Source: an optimization exercise on an open RTL-to-GDS flow (aim: small area and a short achievable clock period). Production flows keep margins and buffers that such runs may drop.
Function was checked by simulation only, so behaviour that the tests miss may differ from the original.
Power and IR drop assume default switching activity.

==> flow/design.v <==
package ofdm_subcarrier_mapper_pkg;
   localparam int SAMPLE_W = 16;
   localparam int LFSR_W   = 7;
   localparam logic signed [SAMPLE_W-1:0] PILOT_AMP_DEF = 16'sh5A82;
   localparam logic [LFSR_W-1:0] LFSR_SEED = 7'h7F;
   localparam logic [LFSR_W-1:0] LFSR_TAPS = 7'b100_1000;
   typedef enum logic [1:0] {
      SC_NULL  = 2'd0,
      SC_PILOT = 2'd1,
      SC_DATA  = 2'd2
   } sc_type_e;
   typedef enum logic {
      RD_IDLE = 1'b0,
      RD_RUN  = 1'b1
   } rd_state_e;
   typedef struct packed {
      logic signed [SAMPLE_W-1:0] re;
      logic signed [SAMPLE_W-1:0] im;
   } sample_t;
endpackage
import ofdm_subcarrier_mapper_pkg::*;
module ofdm_pingpong_ram
#(
   parameter int DEPTH = 45
)(
   input  logic                  clk,
   input  logic                  wr_go,
   input  logic                  rd_go,
   input  logic [1:0]            wr_ok,
   input  logic [1:0]            rd_ok,
   input  logic [2*SAMPLE_W-1:0] wr_data,
   input  logic [2*DEPTH-1:0]    rd_sel,
   output logic [2*SAMPLE_W-1:0] rd_data
);
   logic [2*SAMPLE_W-1:0] mem [2*DEPTH];
   logic [1:0]            sh, sh_wr;
   always_comb begin
      for (int b = 0; b < 2; b++) begin
         sh_wr[b] = wr_go && wr_ok[b];
         sh[b]    = sh_wr[b] || (rd_go && rd_ok[b]);
      end
   end
   for (genvar b = 0; b < 2; b++) begin : g_bank
      always_ff @(posedge clk) begin
         if (sh[b]) begin
            mem[b*DEPTH] <= sh_wr[b] ? wr_data : '0;
            for (int e = 1; e < DEPTH; e++) mem[b*DEPTH+e] <= mem[b*DEPTH+e-1];
         end
      end
   end
   always_comb begin
      rd_data = '0;
      for (int i = 0; i < 2*DEPTH; i++)
         rd_data = rd_data | ({(2*SAMPLE_W){rd_sel[i]}} & mem[i]);
   end
endmodule
import ofdm_subcarrier_mapper_pkg::*;
module ofdm_subcarrier_mapper
#(
   parameter int                NFFT          = 64,
   parameter int                GUARD         = 6,
   parameter int                PILOT_SPACING = 8,
   parameter logic signed [SAMPLE_W-1:0] PILOT_AMP     = PILOT_AMP_DEF
)(
   input  logic                          clk,
   input  logic                          rst,
   input  logic                          QAM_EN,
   input  logic signed [SAMPLE_W-1:0]    QAM_DATA_RE,
   input  logic signed [SAMPLE_W-1:0]    QAM_DATA_IM,
   input  logic                          FLUSH,
   input  logic                          OUT_READY,
   output logic                          MAP_EN,
   output logic                          MAP_START,
   output logic                          MAP_END,
   output logic [$clog2(NFFT)-1:0]       MAP_IDX,
   output logic signed [SAMPLE_W-1:0]    MAP_RE,
   output logic signed [SAMPLE_W-1:0]    MAP_IM,
   output logic                          OVF
);
   localparam int IW     = $clog2(NFFT);
   function automatic logic [1:0] sc_type_l(input int k);
      if ((k == 0) || ((k >= NFFT/2 - GUARD) && (k < NFFT/2 + GUARD))) sc_type_l = SC_NULL;
      else if ((k % PILOT_SPACING) == 0) sc_type_l = SC_PILOT;
      else sc_type_l = SC_DATA;
   endfunction
   function automatic int count_data_l(input int dummy);
      int n;
      n = 0;
      for (int k = 0; k < NFFT; k++) begin
         if (sc_type_l(k) == SC_DATA) n = n + 1;
      end
      count_data_l = n;
   endfunction
   localparam int N_DATA = count_data_l(0);
   localparam int AW     = $clog2(N_DATA + 1);
   logic                 wr_en, set_en, clr_en;
   logic [AW-1:0]        set_fill, cnt_after;
   logic [2*SAMPLE_W-1:0] wr_data, rd_data;
   logic [2*N_DATA-1:0]  rd_sel;
   logic [1:0]           full_q, full_d;
   logic [1:0][AW-1:0]   fill_q, fill_d;
   logic                 wbank_q, wbank_d;
   logic [AW-1:0]        wcnt_q, wcnt_d;
   logic                 ovf_q, ovf_d;
   logic                 state_q, state_d;
   logic                 rbank_q, rbank_d;
   logic                 map_en_q, map_en_d;
   logic                 map_start_q, map_start_d;
   logic                 map_end_q, map_end_d;
   logic [IW-1:0]        map_idx_q, map_idx_d;
   logic signed [SAMPLE_W-1:0] map_re_q, map_re_d;
   logic signed [SAMPLE_W-1:0] map_im_q, map_im_d;
   logic signed [SAMPLE_W-1:0] pilot_re;
   logic [1:0]           sc_k;
   assign wr_data = {QAM_DATA_RE, QAM_DATA_IM};
   logic [1:0]           cw, rr;
   logic                 rd_can_shift;
   always_comb begin
      for (int b = 0; b < 2; b++) begin
         cw[b] = (wbank_q == 1'(b)) && !full_q[b];
         rr[b] = rd_can_shift && (rbank_q == 1'(b));
      end
   end
   ofdm_pingpong_ram #(
      .DEPTH (N_DATA)
   ) u_ram (
      .clk      (clk),
      .wr_go    (QAM_EN),
      .rd_go    (OUT_READY),
      .wr_ok    (cw),
      .rd_ok    (rr),
      .wr_data  (wr_data),
      .rd_sel   (rd_sel),
      .rd_data  (rd_data)
   );
   always_comb begin
      wbank_d   = wbank_q;
      wcnt_d    = wcnt_q;
      ovf_d     = ovf_q;
      wr_en     = 1'b0;
      set_en    = 1'b0;
      set_fill  = '0;
      cnt_after = wcnt_q;
      if (QAM_EN) begin
         if (full_q[wbank_q]) begin
            ovf_d = 1'b1;
         end else begin
            wr_en     = 1'b1;
            cnt_after = wcnt_q + AW'(1);
         end
      end
      if (wr_en && (wcnt_q == AW'(N_DATA - 1))) begin
         set_en   = 1'b1;
         set_fill = AW'(N_DATA);
         wbank_d  = ~wbank_q;
         wcnt_d   = '0;
      end else if (FLUSH && (cnt_after != '0)) begin
         set_en   = 1'b1;
         set_fill = cnt_after;
         wbank_d  = ~wbank_q;
         wcnt_d   = '0;
      end else begin
         wcnt_d   = cnt_after;
      end
   end
   always_comb begin
      full_d = full_q;
      fill_d = fill_q;
      for (int b = 0; b < 2; b++) begin
         if (set_en && (wbank_q == 1'(b))) begin
            full_d[b] = 1'b1;
            fill_d[b] = set_fill;
         end else if (clr_en && (rbank_q == 1'(b))) begin
            full_d[b] = 1'b0;
         end
      end
   end
   always_ff @(posedge clk or posedge rst) begin
      if (rst) begin
         wbank_q <= 1'b0;
         wcnt_q  <= '0;
         ovf_q   <= 1'b0;
         full_q  <= '0;
         fill_q  <= '0;
      end else begin
         wbank_q <= wbank_d;
         wcnt_q  <= wcnt_d;
         ovf_q   <= ovf_d;
         full_q  <= full_d;
         fill_q  <= fill_d;
      end
   end
   logic [LFSR_W-1:0] lfsr_q, lfsr_d;
   always_comb begin
      lfsr_d = lfsr_q;
      if (map_en_q && OUT_READY &&
          (sc_type_l(32'(map_idx_q)) == SC_PILOT)) begin
         lfsr_d = {lfsr_q[LFSR_W-2:0], ^(lfsr_q & LFSR_TAPS)};
      end
      pilot_re = lfsr_d[LFSR_W-1] ? SAMPLE_W'(-PILOT_AMP) : PILOT_AMP;
   end
   always_ff @(posedge clk or posedge rst) begin
      if (rst) lfsr_q <= LFSR_SEED;
      else     lfsr_q <= lfsr_d;
   end
   logic                 ld, last;
   function automatic int data_pos_l(input int e);
      int n;
      data_pos_l = 0;
      n = 0;
      for (int k = 0; k < NFFT; k++) begin
         if (sc_type_l(k) == SC_DATA) begin
            if (n == e) data_pos_l = k;
            n = n + 1;
         end
      end
   endfunction
   assign last = (map_idx_q == IW'(NFFT - 1));
   always_comb begin
      for (int b = 0; b < 2; b++)
         for (int e = 0; e < N_DATA; e++)
            rd_sel[b*N_DATA+e] = (rbank_q == 1'(b)) && (fill_q[b] == AW'(e + 1));
   end
   always_comb begin
      sc_k = map_en_q ? sc_type_l(32'(map_idx_q) + 1) : SC_NULL;
   end
   assign rd_can_shift = state_q && map_en_q && !last && (sc_k == SC_DATA);
   always_comb begin
      state_d     = state_q;
      rbank_d     = rbank_q;
      map_en_d    = map_en_q;
      map_start_d = map_start_q;
      map_end_d   = map_end_q;
      map_idx_d   = map_idx_q;
      map_re_d    = map_re_q;
      map_im_d    = map_im_q;
      clr_en      = 1'b0;
      if (!state_q) begin
         if (full_q[rbank_q]) state_d = RD_RUN;
      end else if (map_en_q && last) begin
         if (OUT_READY) begin
            clr_en      = 1'b1;
            rbank_d     = ~rbank_q;
            map_en_d    = 1'b0;
            map_start_d = 1'b0;
            map_end_d   = 1'b0;
            map_idx_d   = '0;
            map_re_d    = '0;
            map_im_d    = '0;
            if (full_q[~rbank_q]) begin
               map_en_d    = 1'b1;
               map_start_d = 1'b1;
            end else begin
               state_d = RD_IDLE;
            end
         end
      end else if (!map_en_q || OUT_READY) begin
         map_en_d    = 1'b1;
         map_idx_d   = map_en_q ? map_idx_q + IW'(1) : '0;
         map_start_d = !map_en_q;
         map_end_d   = map_en_q && (map_idx_q == IW'(NFFT - 2));
         map_re_d    = (sc_k == SC_PILOT) ? pilot_re :
                       (sc_k == SC_DATA)  ? rd_data[2*SAMPLE_W-1:SAMPLE_W] : '0;
         map_im_d    = (sc_k == SC_DATA) ? rd_data[SAMPLE_W-1:0] : '0;
      end
   end
   always_ff @(posedge clk or posedge rst) begin
      if (rst) begin
         state_q     <= RD_IDLE;
         rbank_q     <= 1'b0;
         map_en_q    <= 1'b0;
         map_start_q <= 1'b0;
         map_end_q   <= 1'b0;
         map_idx_q   <= '0;
         map_re_q    <= '0;
         map_im_q    <= '0;
      end else begin
         state_q     <= state_d;
         rbank_q     <= rbank_d;
         map_en_q    <= map_en_d;
         map_start_q <= map_start_d;
         map_end_q   <= map_end_d;
         map_idx_q   <= map_idx_d;
         map_re_q    <= map_re_d;
         map_im_q    <= map_im_d;
      end
   end
   assign MAP_EN    = map_en_q;
   assign MAP_START = map_start_q;
   assign MAP_END   = map_end_q;
   assign MAP_IDX   = map_idx_q;
   assign MAP_RE    = map_re_q;
   assign MAP_IM    = map_im_q;
   assign OVF       = ovf_q;
endmodule
==> flow/flow/run.sh <==
#!/bin/bash
set -uo pipefail
cd "$(dirname "$0")/.."
export BUFFER_PORTS_ARGS="-buffer_cell sky130_fd_sc_hd__buf_4"
export SETUP_SLACK_MARGIN=6.6
bash standard.sh > standard_make.log 2>&1
status=$?
mkdir -p flow_logs
cp -r orfs/logs/* flow_logs/ 2>/dev/null || true
exit $status
==> flow/standard.sh <==
#!/bin/bash
# synth_recipe.tcl (not shown) runs the flow's synth.tcl, then flattens the netlist and writes it again
# the make line also repeats each setting of config.mk as NAME=value (left out here)
make -C /OpenROAD-flow-scripts/flow DESIGN_CONFIG=/design/flow/config.mk WORK_HOME=/design/flow/orfs CLKGATE_MAP_FILE= SYNTH_SCRIPT=/design/flow/synth_recipe.tcl "${@:-finish}"
==> flow/config.mk <==
export PLATFORM = sky130hd
export DESIGN_NAME = ofdm_subcarrier_mapper
export DESIGN_NICKNAME = ofdm_subcarrier_mapper
export VERILOG_FILES = /design/flow/design.v
export SDC_FILE = /design/flow/constraint.sdc
export NUM_CORES = 4
export LEC_CHECK = 0
export CAP_MARGIN = 20
export CORE_MARGIN = 2
export CORE_UTILIZATION = 55
export CTS_CLUSTER_DIAMETER = 100
export CTS_CLUSTER_SIZE = 20
export SLEW_MARGIN = 20
export SYNTH_HIERARCHICAL = 1
==> flow/constraint.sdc <==
create_clock -name core_clock -period 10.0 [get_ports {clk}]
set_input_delay 2.0000 -clock core_clock [delete_from_list [all_inputs] [get_ports {clk}]]
set_output_delay 2.0000 -clock core_clock [all_outputs]
set_load 0.01 [all_outputs]
==> results of run 1 <==
[flip-flops by register name, summed over array words and instances, names as in the netlist]
register and count:
map_im_q 16, wcnt_q 6, map_en_q 1, ovf_q 1, u_ram.mem 2880, map_start_q 1
state_q 1, map_idx_q 6, map_re_q 16, fill_q 12, rbank_q 1, wbank_q 1
full_q 2, map_end_q 1, lfsr_q 7
[cell usage in the layout, fill, tap and decap left out, types with 66 or more instances in the layout]
cell       count
a221oi_1      80
a22o_1       146
a22oi_1     1185
and3_1        66
buf_4        235
buf_6         82
clkbuf_1      85
clkbuf_16    195
edfxtp_1    2880
nand3_1      132
nand4_1      257
nor2_4        86
[power groups by stage]
stage | Clock (mW) | Combinational, mW | Sequential [mW]
CTS | 7.18 | 3.83 | 20.6
floorplan | 0 | 1.79 | 21.1
detailed placement | 0 | 3.25 | 20.9
finish | 7.21 | 4.40 | 20.8
global route | 7.59 | 4.51 | 21.0
global placement | 0 | 3.19 | 20.8
[critical path: cells and delay by family (launching register included)]
family | cells | cell delay [ns]
AND/OR/NAND/NOR | 5 | 1.27
buffers and inverters | 4 | 1.01
flip-flops | 1 | 0.44
AO/OA/AOI/OAI | 2 | 0.39
multiplexers | 1 | 0.21
[cell type report]
cell class                      instances  area, um^2  share of cell area, %
Sequential cell                      2952       88300                   74.0
Multi-Input combinational cell       2346       17800                   14.9
Timing Repair Buffer                  423        5220                   4.37
Clock buffer                          256        4600                   3.85
Tap cell                             2526        3160                   2.65
Clock inverter                         10         126                  0.106
Inverter                               18        71.3                 0.0597
Antenna cell                           25        62.6                 0.0524
[cell usage after synthesis, types with 6 or more instances]
cell type	count	share of area, %
mux2_2	7	0.074
nor4_1	64	0.38
dfstp_2	7	0.17
ha_1	7	0.082
o21ai_0	24	0.11
nand3_1	147	0.69
buf_1	15	0.053
buf_6	28	0.30
a221oi_1	81	0.67
nor2_1	110	0.39
dfrtp_1	65	1.5
nand2_1	53	0.19
nor3_1	46	0.22
mux2i_1	18	0.17
nor2b_1	8	0.047
edfxtp_1	2880	81
nand4_1	257	1.5
a21oi_1	6	0.028
clkbuf_1	222	0.78
a22o_1	148	1.2
inv_1	17	0.060
a22oi_1	1185	8.3
xnor2_1	8	0.066
a221oi_2	47	0.66
and3_1	66	0.39
buf_2	47	0.22
[worst max path at each step]
stage	end	depth (start not counted)
global route	u_ram.mem[25][8]	10
floorplan	u_ram.mem[0][0]	2
finish	map_re_q[2]	12
CTS	MAP_IDX[3]	1
global placement	u_ram.mem[83][7]	4
detailed placement	u_ram.mem[81][7]	4
[layer usage]
metal	vias to the layer above	GRT usage, %	share of wire [%]
met1	34747	56.9	34
met3	1457	14.2	17
met4	20	22.1	6.8
met5	-	0	0.048
li1	24469	-	-
met2	7725	58.5	42
[cell families after synthesis]
logic type,after synthesis
AO/OA/AOI/OAI,1522
buffers and inverters,332
adder cells (fa/ha/maj),7
AND/OR/NAND/NOR,770
flip-flops,2952
XOR/XNOR,12
multiplexers,31
[repair_timing]
item	CTS	global route
gates resized for setup	211	54
setup endpoints to repair	2909	2537
cloned	31	27
hold buffers	0	0
setup buffers	71	32
pin swaps	40	11
[metrics by stage]
stage / hold WS, ns / worst slack [ns] / power [mW] / std cells / setup TNS (ns)
detailed placement: 0.434 / 4.62 / 24.1 / 8104 / 0
CTS: 0.434 / 6.52 / 31.6 / 8472 / 0
finish: 0.419 / 6.50 / 32.4 / 8556 / 0
floorplan: 0.426 / -2.24 / 22.9 / 5626 / -6453.83
global route: 0.451 / 6.50 / 33.1 / 8533 / 0
global placement: 0.428 / 4.74 / 24.0 / 8104 / 0
==> impl_metrics.csv, run 1 <==
group,metric,value,unit
sta,worst_slew_pin_slew,1.26,ns
synth,synthCells,5626,
setup_path,ff2ff_setup_slack,6.50,ns
synth,syn_area_per_cell,19.0,um^2
worst_hold_path,min_to,"u_ram.mem[44][22]",
die,rows,161,
sta,clock_skew,0.0472,ns
die,ioPinCount,79,
power_and_ir_drop,p_leak,37.9,nW
global_route,antenna_found_initial,29,
routing,drt_first_pass_iters,7,
power_and_ir_drop,sw_frac_of_total,29.2,%
clock_tree,cts_tree,"built",
setup_path,slowest_stage,"nor4_2",
synth,synth_flop_cell,"edfxtp_1",
sta,finalHoldViolCount,0,
die,initial_core_util,55.4,%
setup_path,path_cells,"inv_1 > or3_1 > buf_8 > nor3_2 > buf_4 > buf_6 > a22oi_1 > nand4_1 > nor4_2 > nand3_2 > mux2i_1 > o21ai_0",
clock_tree,htree_levels,4,
die,die_w,444,um
flow_run,maxCapViolCount,0,
sta,period_share,35.0,%
sta,drv_slew,0,
synth,synthMuxAreaShare,0.327,%
sta,fmax,286,MHz
routing,antenna_left,0,
cells_and_area,num-fill-cells,13619,
die,dieArea,0.197,mm^2
routing,via_per_inst,8.00,
global_route,grt_max_degree,86,
global_route,grt.overflow.total,0,
power_and_ir_drop,p_seq_share,64.2,%
routing,num_vias,68418,
clock_tree,clk_pin_slew,0.09,ns
placed_design,place_congestion,0.915,
synth,synth_nets,5670,
sta,rsz0062_at_grt,"yes",
worst_hold_path,hold_class,"reg -> reg",
synth,yosys.area_share.xor_xnor,0.0986,%
clock_tree,cts.path.max_buffers,3,
clock_tree,cts_buffers,165,
cells_and_area,drive_gt1_share,13.8,%
cells_and_area,fin_util,62.0,%
placed_design,dpl.hpwl,232000,um
die,core,0.193,mm^2
setup_path,r2r_end,"map_re_q[2]",
synth,synth-seq-area-share,82.8,%
cells_and_area,fin_area,0.119,mm^2
setup_path,end_kind,"flop",
power_and_ir_drop,pwr_density_cell,272,mW/mm^2
setup_path,crit_type,"reg -> reg",
setup_path,rr_worst_depth,12,
power_and_ir_drop,power_switching,9.49,mW
clock_tree,clock-sinks,2952,
global_route,grtUsageTotal,41.4,%
setup_path,max_stage_delay,0.47,ns
synth,syn_area,0.107,mm^2
placed_design,dpl_cell_area,0.111,mm^2
setup_path,cp.required,10.71,ns
power_and_ir_drop,clkPwrFrac,22.2,%
synth,synth_fa_ha_area_share,0.0821,%
cells_and_area,area_growth,12.0,%
setup_path,startpoint,"rbank_q",
routing,wire_per_inst,49.1,um
synth,synthSimpleGateAreaFrac,3.95,%
placed_design,numPortBuffers,78,
die,die_y,444,um
synth,async_reset_ff_share,2.44,%
setup_path,arrival,4.21,ns
power_and_ir_drop,combPwrFrac,13.6,%
worst_hold_path,min-delay-start,"u_ram.mem[43][22]",
sta,setup_viol,0,
cells_and_area,final_nets,5950,
synth,synth_cell_type_count,62,
worst_hold_path,hold_depth,0,
synth,synth-compound-area-share,11.3,%
setup_path,reg2reg_from,"rbank_q",
synth,synth_edf_count,2880,
clock_tree,root_buffer,"clkbuf_16",
global_route,grt_pass1_vias,61744,
power_and_ir_drop,irDropWorstVdd,0.216,mV
sta,fin_crit,3.50,ns
clock_tree,worstSkewPairLatency,0.88,ns
run_status,status,"timing/DRC/antenna clean",
synth,ys_ff_latch,2952,
routing,wirelength,420000,um
routing,drt-initial-drc-count,16371,
synth,synth_top_family_by_area,"compound AO/OA/AOI/OAI gates",
power_and_ir_drop,internal_power,23.0,mW
sta,slew_headroom,16.0,%
setup_path,crit_fanout,19,
routing,drc_errors,0,
synth,yosys_warnings,9,
global_route,grt_pass1_wl,544000,um
setup_path,cp-start-kind,"flop",
==> inputs of run 2 (changes only) <==
--- a/flow/config.mk
+++ b/flow/config.mk
@@ -7,7 +7,7 @@
 export LEC_CHECK = 0
 export CAP_MARGIN = 20
 export CORE_MARGIN = 2
-export CORE_UTILIZATION = 55
+export CORE_UTILIZATION = 45
 export CTS_CLUSTER_DIAMETER = 100
 export CTS_CLUSTER_SIZE = 20
 export SLEW_MARGIN = 20
==> run 2 against run 1 <==
Still clean on timing, DRC and antenna. Design area grew 0.82%. Routed wire length down 0.46%. Die area rose by 22%. Non-clock buffer count rose by 19. Utilization shrank 11 points. Maximum frequency up 0.33%. Sequential cell count is the same. Clock skew down 0.0044 ns. Clock power down 1%. Final cell count increased by 7.3%. Sequential power about the same. Critical path type is now reg -> out. Highest routed layer unchanged.
==> impl_metrics.csv, run 2 <==
group,metric,value,unit
setup_path,cp-start-kind,"flop",
setup_path,startpoint,"map_im_q[3]",
global_route,antenna_found_initial,29,
clock_tree,clk_pin_slew,0.09,ns
power_and_ir_drop,clkPwrFrac,22.1,%
routing,antenna_left,0,
clock_tree,cts.path.max_buffers,3,
clock_tree,htree_levels,4,
sta,finalHoldViolCount,0,
flow_run,maxCapViolCount,0,
synth,synth_top_cell_by_area,"edfxtp_1",
power_and_ir_drop,power_switching,9.40,mW
setup_path,rr_worst_depth,10,
power_and_ir_drop,totalPowerFinal,32.4,mW
synth,synth_edf_count,2880,
clock_tree,ctsHoldBuffers,0,
setup_path,slowest_stage,"dfrtp_2",
worst_hold_path,hold_class,"reg -> reg",
die,rows,178,
setup_path,crit_type,"reg -> out",
placed_design,numPortBuffers,78,
global_route,grt_pass1_wl,544000,um
routing,drt_first_pass_iters,8,
cells_and_area,area_growth,12.9,%
die,initial_core_util,45.3,%
synth,syn_area,0.107,mm^2
cells_and_area,final_nets,5969,
routing,wire_per_inst,45.6,um
routing,via_per_inst,7.40,
setup_path,arrival,1.48,ns
routing,wirelength,418000,um
synth,yosys-top-cells-count,"2880 x edfxtp_1, 1185 x a22oi_1, 257 x nand4_1, 222 x clkbuf_1, 148 x a22o_1",
power_and_ir_drop,p_seq_share,64.4,%
run_status,status,"timing/DRC/antenna clean",
sta,finalWorstSetupSlack,6.52,ns
global_route,grt.overflow.total,0,
synth,synth_cell_type_count,62,
power_and_ir_drop,internal_power,23.0,mW
setup_path,path_cells,"buf_6",
sta,fin_crit,3.48,ns
placed_design,pre_cts_slack,4.18,ns
setup_path,cp.required,8.00,ns
power_and_ir_drop,pwr_density_cell,269,mW/mm^2
die,die_w,491,um
synth,syn_area_per_cell,19.0,um^2
power_and_ir_drop,combPwrFrac,13.5,%
synth,ys_ff_latch,2952,
synth,synth_nets,5670,
synth,synthTopCellsByArea,"edfxtp_1 81%, a22oi_1 8.3%, dfrtp_1 1.5%",
setup_path,crit_fanout,2,
power_and_ir_drop,p_leak,38.1,nW
clock_tree,clock-sinks,2952,
synth,yosysMostFrequentCell,"edfxtp_1",
setup_path,worst-path-stages,1,
die,core,0.235,mm^2
clock_tree,cts_buffers,165,
setup_path,ff2ff_setup_slack,6.54,ns
sta,slew_headroom,33.2,%
global_route,grt_max_degree,86,
setup_path,worstSetupEndpoint,"MAP_IM[3]",
cells_and_area,drive_gt1_share,14.0,%
sta,rsz0062_at_grt,"yes",
die,ioPinCount,79,
clock_tree,worstSkewPairLatency,0.88,ns
clock_tree,cts_tree,"built",
setup_path,r2r_end,"map_re_q[8]",
routing,drt-initial-drc-count,15661,
sta,setup_viol,0,
cells_and_area,final_common_cell,"edfxtp_1",
power_and_ir_drop,irDropWorstVdd,0.202,mV
sta,fmax,287,MHz
die,dieArea,0.241,mm^2
placed_design,dpl.hpwl,225000,um
synth,synth_flop_cell,"edfxtp_1",
synth,async_reset_ff_share,2.44,%
sta,worst_slew_pin_slew,1.00,ns
global_route,grtUsageTotal,33.3,%
synth,synthCells,5626,
synth,yosys_warnings,9,
routing,num_vias,67887,
cells_and_area,fin_util,51.1,%
power_and_ir_drop,sw_frac_of_total,29.0,%
clock_tree,root_buffer,"clkbuf_16",
sta,period_share,34.8,%
sta,drv_slew,0,
routing,drc_errors,0,
cells_and_area,biggestRegsByFlops,"u_ram.mem: 2880 flops, map_im_q: 16 flops, map_re_q: 16 flops",
placed_design,place_congestion,0.913,
cells_and_area,largest_reg_flops,2880,
cells_and_area,num-fill-cells,18779,
setup_path,cp_num_buf_inv,1,
global_route,grt_pass1_vias,62166,
synth,synth-seq-area-share,82.8,%
setup_path,reg2reg_from,"rbank_q",
die,die_y,491,um
cells_and_area,mostFrequentLayoutCells,"2880 x edfxtp_1, 1185 x a22oi_1, 257 x nand4_1, 256 x buf_4, 193 x clkbuf_16",
setup_path,end_kind,"output pin",
sta,clock_skew,0.0429,ns
setup_path,critPathTopFamily,"flip-flops",
setup_path,max_stage_delay,0.47,ns
cells_and_area,largest-register,"u_ram.mem",
synth,yosysTopAreaCellShare,81.1,%
## run 2: cell counts after synthesis
No cell type changed its count.
## run 2: cell type report
class / count / area (um^2) / share of cell area, %
Antenna cell: 19 / 47.5 / 0.0395
Sequential cell: 2952 / 88300 / 73.4
Clock inverter: 10 / 133 / 0.110
Multi-Input combinational cell: 2346 / 17800 / 14.8
Timing Repair Buffer: 442 / 5600 / 4.65
Inverter: 18 / 71.3 / 0.0593
Tap cell: 3150 / 3940 / 3.27
Clock buffer: 240 / 4500 / 3.73
## run 2: routing by layer
layer	track usage (%)	vias up	share of wire (%)
li1	-	24497	-
met2	48.0	7332	43
met1	44.3	34593	34
met5	0	-	0.039
met3	11.7	1441	17
met4	18.4	24	6.9
## run 2: worst min-delay path by stage
stage	cells after the start	start	endpoint	slack (ns)
6_report	0	u_ram.mem[53][16]	u_ram.mem[54][16]	0.43
5_1_grt	0	u_ram.mem[4][22]	u_ram.mem[5][22]	0.44
4_1_cts	0	u_ram.mem[46][22]	u_ram.mem[47][22]	0.43
3_5_place_dp	0	u_ram.mem[79][3]	u_ram.mem[80][3]	0.43
3_3_place_gp	0	u_ram.mem[57][13]	u_ram.mem[58][13]	0.43
2_1_floorplan	0	u_ram.mem[0][29]	u_ram.mem[1][29]	0.43
## run 2: worst register-to-register path: stages, from the launching register on
cell and delay [ns]:
dfrtp_2 0.47, or3_1 0.41, buf_6 0.22, nor2_4 0.60, buf_8 0.61, a22oi_1 0.30
nand4_1 0.19, nor4_2 0.07, nand3_2 0.20, mux2i_1 0.12, o21ai_0 0.19
## run 2: through the flow
| step | setup TNS, ns | std cells | hold slack (ns) | area [um^2] |
|---|---|---|---|---|
| 2_1_floorplan | -6453.83 | 5626 | 0.426 | 107000 |
| 3_3_place_gp | 0 | 8729 | 0.428 | 112000 |
| 3_5_place_dp | 0 | 8731 | 0.433 | 112000 |
| 4_1_cts | 0 | 9113 | 0.432 | 119000 |
| 5_1_grt | 0 | 9159 | 0.439 | 120000 |
| 6_report | 0 | 9177 | 0.433 | 120000 |
## run 2: cells by family (layout without fill, tap and decap cells)
family	after synthesis	after routing	share of synthesized area [%]
compound gates	1522	1526	11.3
xor+xnor	12	12	0.0986
fa+ha+maj	7	7	0.0821
buf+inv	332	710	1.43
flops	2952	2952	82.8
mux	31	31	0.327
other cells	0	19	0
simple gates	770	770	3.95
## run 2: what timing repair did
action	4_1_cts	5_1_grt
pin swaps	43	8
endpoints found under the hold margin	0	0
gates cloned	48	25
endpoints found under the setup margin	2882	2399
buffers inserted	84	20
resized for setup	193	41
## run 2: power groups by stage
| stage | clock (mW) | combinational [mW] | sequential (mW) |
|---|---|---|---|
| 2_1_floorplan | 0 | 1.79 | 21.1 |
| 3_3_place_gp | 0 | 3.15 | 20.8 |
| 3_5_place_dp | 0 | 3.22 | 20.9 |
| 4_1_cts | 7.12 | 4.00 | 20.6 |
| 5_1_grt | 7.54 | 4.51 | 21.0 |
| 6_report | 7.13 | 4.37 | 20.9 |

[static timing again, ports no longer ideal]
How much do the figures lean on ideal ports? The routed layouts below were timed once more, with nothing changed but the port constraints.
Step 1: set_driving_cell puts a clkbuf_16 on clk and a buf_2 on each other input, an assumption about the parent block.
Step 2 also shifts input and output timing later by t, the mid clock arrival at the registers, as if the neighbouring blocks saw the same clock.
Three values: no drivers, after step 1, after step 2; two values: the first two.
run | t (ns) | slack for setup (ns) | slew at the worst register clock pin (ns)
run 1 | 0.943 | 6.504 / 6.467 / 5.805 | 0.09 / 0.09
run 2 | 0.961 | 6.515 / 6.409 / 5.730 | 0.11 / 0.11
After both steps every run listed still meets setup and hold. For run 2, which loses most, drivers alone change the setup slack by -0.106 ns; drivers and shift together by -0.785 ns.
